Source: an optimization exercise on an open RTL-to-GDS flow (aim: small area and a short achievable clock period). Production flows keep margins and buffers that such runs may drop. RTL that was checked went through simulation tests only; none was proved equivalent to the original. The clock port is modelled as an ideal driver; clocking choices that lean on that would not hold on a real chip.

Design rgb_to_hsl_converter_core, start of the top module:
module rgb_to_hsl_converter_core #(
  parameter int HUE_BITS = 12
) (
  input  logic                clk,
  input  logic                rst,
  input  logic                start,
  output logic                busy,
  input  logic [23:0]         pixel,
  output logic                done,
  output logic [HUE_BITS-1:0] hue,
  output logic [7:0]          saturation,
  output logic [7:0]          lightness,
  output logic                achromatic
);
For scale: about 2600 cells after synthesis, about 750 flip-flops, ~58 I/O pins.
==> flow/config.mk <==
export PLATFORM = sky130hd
export DESIGN_NAME = rgb_to_hsl_converter_core
export DESIGN_NICKNAME = rgb_to_hsl_converter_core
export VERILOG_FILES = /design/flow/design.v
export SDC_FILE = /design/flow/constraint.sdc
export NUM_CORES = 4
export LEC_CHECK = 0
export CAP_MARGIN = 20
export CORE_MARGIN = 2
export CORE_UTILIZATION = 40
export SLEW_MARGIN = 20
==> flow/constraint.sdc <==
create_clock -name core_clock -period 5.2 [get_ports {clk}]
set_input_delay 1.0400 -clock core_clock [delete_from_list [all_inputs] [get_ports {clk}]]
set_output_delay 1.0400 -clock core_clock [all_outputs]
set_load 0.01 [all_outputs]
run.sh (not shown) runs the stock make flow with config.mk's settings and CLKGATE_MAP_FILE= SYNTH_SCRIPT=/design/flow/synth_recipe.tcl, a recipe that flattens the netlist after the stock synthesis.
Change:
SETUP_SLACK_MARGIN = 2.6   (was default)
Result: The changed run finished clean; area after synthesis stays the same; cell area is higher slightly; fmax climbs by a quarter to a third; wire length came out higher slightly; first-iteration DRC count is higher slightly; non-clock buffer count came out higher by 11; via count came out higher slightly.
Function was not checked in any run of this note: the RTL went through the layout flow alone.

---

Another version of the RTL of rgb_to_hsl_converter_core (not shown whole).
For scale: about 660 flip-flops, roughly 58 I/O pins, ~26000 um2 of cells after synthesis.
export LEC_CHECK = 0
export CAP_MARGIN = 20
export CORE_MARGIN = 2
export CORE_UTILIZATION = 40
export CTS_BUF_LIST = sky130_fd_sc_hd__clkbuf_8
export CTS_CLUSTER_SIZE = 20
export SETUP_SLACK_MARGIN = 2.9
export SLEW_MARGIN = 20
create_clock -name core_clock -period 5.2 [get_ports {clk}]
The first run finished with timing, DRC and antenna clean.
==> next run, changes <==
Settings changed: CORE_UTILIZATION 40 to 60, CTS_BUF_LIST sky130_fd_sc_hd__clkbuf_8 to unset, CTS_CLUSTER_DIAMETER set to 150, CTS_CLUSTER_SIZE 20 to 30.
- The new run produced a clean layout
- sequential cell count stays the same
- final area drops by 6.6%
- maximum frequency climbs by 0.83%
- synthesized area does not change
- worst setup slack is better by 19 ps
- wire length drops by 3.7%
==> next run, changes <==
Settings changed: CORE_UTILIZATION 60 to 40, CTS_CLUSTER_DIAMETER 150 to unset, CTS_CLUSTER_SIZE 30 to unset.
- The new run finished with timing, DRC and antenna clean
- critical path depth decreases by 6
- clock-buffer cell count increases by 75
- hold slack got worse by 10 ps
- design area increases by 7.2%
- area after synthesis stays the same
- sequential share of layout area decreases by 3.0 points
- core utilization decreases by 20 points
- setup slack got worse by 19 ps

---

## main
rgb_to_hsl_converter_core, a different RTL version from the one above (not shown whole).
For scale: roughly 660 flip-flops, about 58 I/O pins, about 0.026 sq mm of cells after synthesis.
Settings: LEC_CHECK=0, ABC_AREA=1, CAP_MARGIN=20, CORE_MARGIN=2, CORE_UTILIZATION=40, CTS_CLUSTER_DIAMETER=150, CTS_CLUSTER_SIZE=30, SETUP_SLACK_MARGIN=2.85, SLEW_MARGIN=20; clock period 5.2 ns.
diff inputs: main => the feature branch
- swapping 150 for 100 in CTS_CLUSTER_DIAMETER
- putting CTS_BUF_LIST at sky130_fd_sc_hd__clkbuf_8 where nothing was set
- swapping 30 for 20 in CTS_CLUSTER_SIZE
## What came out
- The feature branch against main: number of filler cells placed in the layout did not really move; initial antenna violation count did not really move.
- main and the feature branch ended up with roughly the same final area.
- Cmp main and the feature branch / arrival time of the worst setup path / higher: the feature branch
- The final layout from the feature branch, which completed every stage, passed the timing, design-rule and antenna checks at the end of the flow.
- First-pass GRT wire length: the feature branch vs main up about 1.5%
- Summary — global routing met3 resource utilization, the feature branch relative to main: higher, by 0.37 points.

---

RTL: one of the versions met above, not the one the previous note started from.
For scale: roughly 2400 cells after synthesis, about 660 flip-flops, roughly 58 I/O pins, ~26000 µm² of cells after synthesis.
export LEC_CHECK = 0
export CAP_MARGIN = 20
export CORE_MARGIN = 2
export CORE_UTILIZATION = 40
export SETUP_SLACK_MARGIN = 2.7
export SLEW_MARGIN = 20
create_clock -name core_clock -period 5.2 [get_ports {clk}]
The starting point completed without violations.
Edit:
Settings changed: CORE_UTILIZATION 40 to 60, CTS_CLUSTER_DIAMETER set to 150, CTS_CLUSTER_SIZE set to 30, PLACE_DENSITY set to 0.8, SETUP_SLACK_MARGIN 2.7 to 2.85.
=>
- hold slack is better by 0.018 ns
- non-clock buffer count came out higher by 41
- die area went down by a quarter to a third

---

rgb_to_hsl_converter_core again, from the RTL that the note above started with.
clock: 5.2 ns
lec_check: 0
cap_margin: 20
core_margin: 2
core_utilization: 40
cts_cluster_diameter: 150
cts_cluster_size: 30
setup_slack_margin: 2.9
slew_margin: 20
Change:
- SETUP_SLACK_MARGIN: 2.9 -> 2.85
Outcome: Worst setup slack gets worse by 0.047 ns; core utilization shrinks by 0.75 points; final area shrinks by 1.6%; die area is unchanged; flip-flop and latch count is unchanged.

---

rgb_to_hsl_converter_core, a different RTL version from the one above (not shown whole).
Size in the first run: ~2200 cells after synthesis, roughly 58 I/O pins, ~0.025 sq mm of cells after synthesis.
==> flow/config.mk <==
export PLATFORM = sky130hd
export DESIGN_NAME = rgb_to_hsl_converter_core
export DESIGN_NICKNAME = rgb_to_hsl_converter_core
export VERILOG_FILES = /design/flow/design.v
export SDC_FILE = /design/flow/constraint.sdc
export NUM_CORES = 4
export LEC_CHECK = 0
export CAP_MARGIN = 20
export CORE_MARGIN = 2
export CORE_UTILIZATION = 40
export CTS_CLUSTER_DIAMETER = 150
export CTS_CLUSTER_SIZE = 30
export SETUP_SLACK_MARGIN = 2.85
export SLEW_MARGIN = 20
==> flow/constraint.sdc <==
create_clock -name core_clock -period 5.2 [get_ports {clk}]
set_input_delay 1.0400 -clock core_clock [delete_from_list [all_inputs] [get_ports {clk}]]
set_output_delay 1.0400 -clock core_clock [all_outputs]
set_load 0.01 [all_outputs]
Then changed:
Settings changed: ABC_AREA set to 1, SETUP_SLACK_MARGIN 2.85 to 2.92.
After rerunning: The changed run completed with no timing, DRC or antenna violations. Clock skew increases by 14 ps. Die area came out higher by 0.91%. Design area goes down by 4.3%. Non-clock buffer count came out lower by 59.
Then changed:
Settings changed: SETUP_SLACK_MARGIN 2.92 to 3.15.
Effect: Worst setup slack gets better by 9.5 ps. Routed wire length grows slightly. Die area does not change. Fmax came out higher slightly. Global-route usage barely changes. Final area rose slightly.
Then changed:
Settings changed: SETUP_SLACK_MARGIN 3.15 to 3.0.
Die area stays the same; synthesized cell count stays the same; wire length is lower by 1.4%; hold slack is about the same; critical path depth is unchanged; global-route usage hardly moves.
Then changed:
Settings changed: SETUP_SLACK_MARGIN 3.0 to 2.85.
Outcome: Non-clock buffer count drops by 8; global-route usage is about the same; final cell count is about the same; clock skew stays flat; cell area is about the same; setup slack gets worse by 43 ps; count of clock-buffer cells in the layout does not change; routed wire length drops slightly; fmax drops slightly.

---

RTL: one of the versions met above, not the one the previous note started from.
Size in the first run: roughly 660 flip-flops, ~58 I/O pins, roughly 26,000 sq um of cells after synthesis.
clock: 5.2 ns
lec_check: 0
abc_area: 1
cap_margin: 20
core_margin: 2
core_utilization: 40
cts_cluster_diameter: 150
cts_cluster_size: 30
slew_margin: 20
The baseline passed the timing, design-rule and antenna checks.
Rerun with:
- ABC_AREA: 1 -> unset
- SETUP_SLACK_MARGIN: unset -> 2.85
Outcome: Maximum frequency went up by about 36%; utilization went up by 1.8 points.

-- separate check: timing with driven ports --
No port has a modelled driver above. Below, the same layouts with a new extraction and two added sets of constraints. Step 1 assumes that a clkbuf_16 drives the clock port and a buf_2 every other input. Step 2 times the ports against the registers' clock, not the clock port: input delays grow and output delays shrink by t, the midpoint of the rising clock arrivals with the driver on. Three values: ideal, step 1, step 2; two values: the first two.
run | t, ns | setup WS [ns] | slew at the worst register clock pin (ns)
the first run of note 1 | 0.661 | 1.683 / 1.659 / 1.659 | 0.07 / 0.07
the second run of note 1 | 0.667 | 2.512 / 2.512 / 2.512 | 0.07 / 0.07
the first run of note 2 | 0.754 | 2.877 / 2.853 / 2.853 | 0.06 / 0.06
the second run of note 2 | 0.635 | 2.896 / 2.873 / 2.873 | 0.11 / 0.11
the third run of note 2 | 0.653 | 2.877 / 2.853 / 2.853 | 0.06 / 0.06
main | 0.655 | 2.876 / 2.852 / 2.852 | 0.11 / 0.11
the feature branch | 0.695 | 2.785 / 2.758 / 2.758 | 0.12 / 0.12
the first run of note 4 | 0.654 | 2.744 / 2.731 / 2.731 | 0.06 / 0.06
the second run of note 4 | 0.633 | 2.824 / 2.824 / 2.824 | 0.12 / 0.12
the first run of note 5 | 0.650 | 2.907 / 2.880 / 2.880 | 0.11 / 0.11
the second run of note 5 | 0.650 | 2.860 / 2.852 / 2.852 | 0.11 / 0.11
the first run of note 6 | 0.629 | 2.823 / 2.823 / 2.823 | 0.11 / 0.11
the second run of note 6 | 0.637 | 2.910 / 2.878 / 2.878 | 0.11 / 0.11
the third run of note 6 | 0.651 | 2.919 / 2.882 / 2.882 | 0.11 / 0.11
the fourth run of note 6 | 0.637 | 2.917 / 2.875 / 2.875 | 0.11 / 0.11
the fifth run of note 6 | 0.639 | 2.873 / 2.852 / 2.852 | 0.11 / 0.11
the first run of note 7 | 0.655 | 2.043 / 2.019 / 2.019 | 0.11 / 0.11
the second run of note 7 | 0.639 | 2.873 / 2.845 / 2.845 | 0.12 / 0.12
After both steps every run listed still meets setup and hold. For the fourth run of note 6, which loses most, drivers alone change the setup slack by -0.042 ns; drivers and shift together by -0.042 ns.
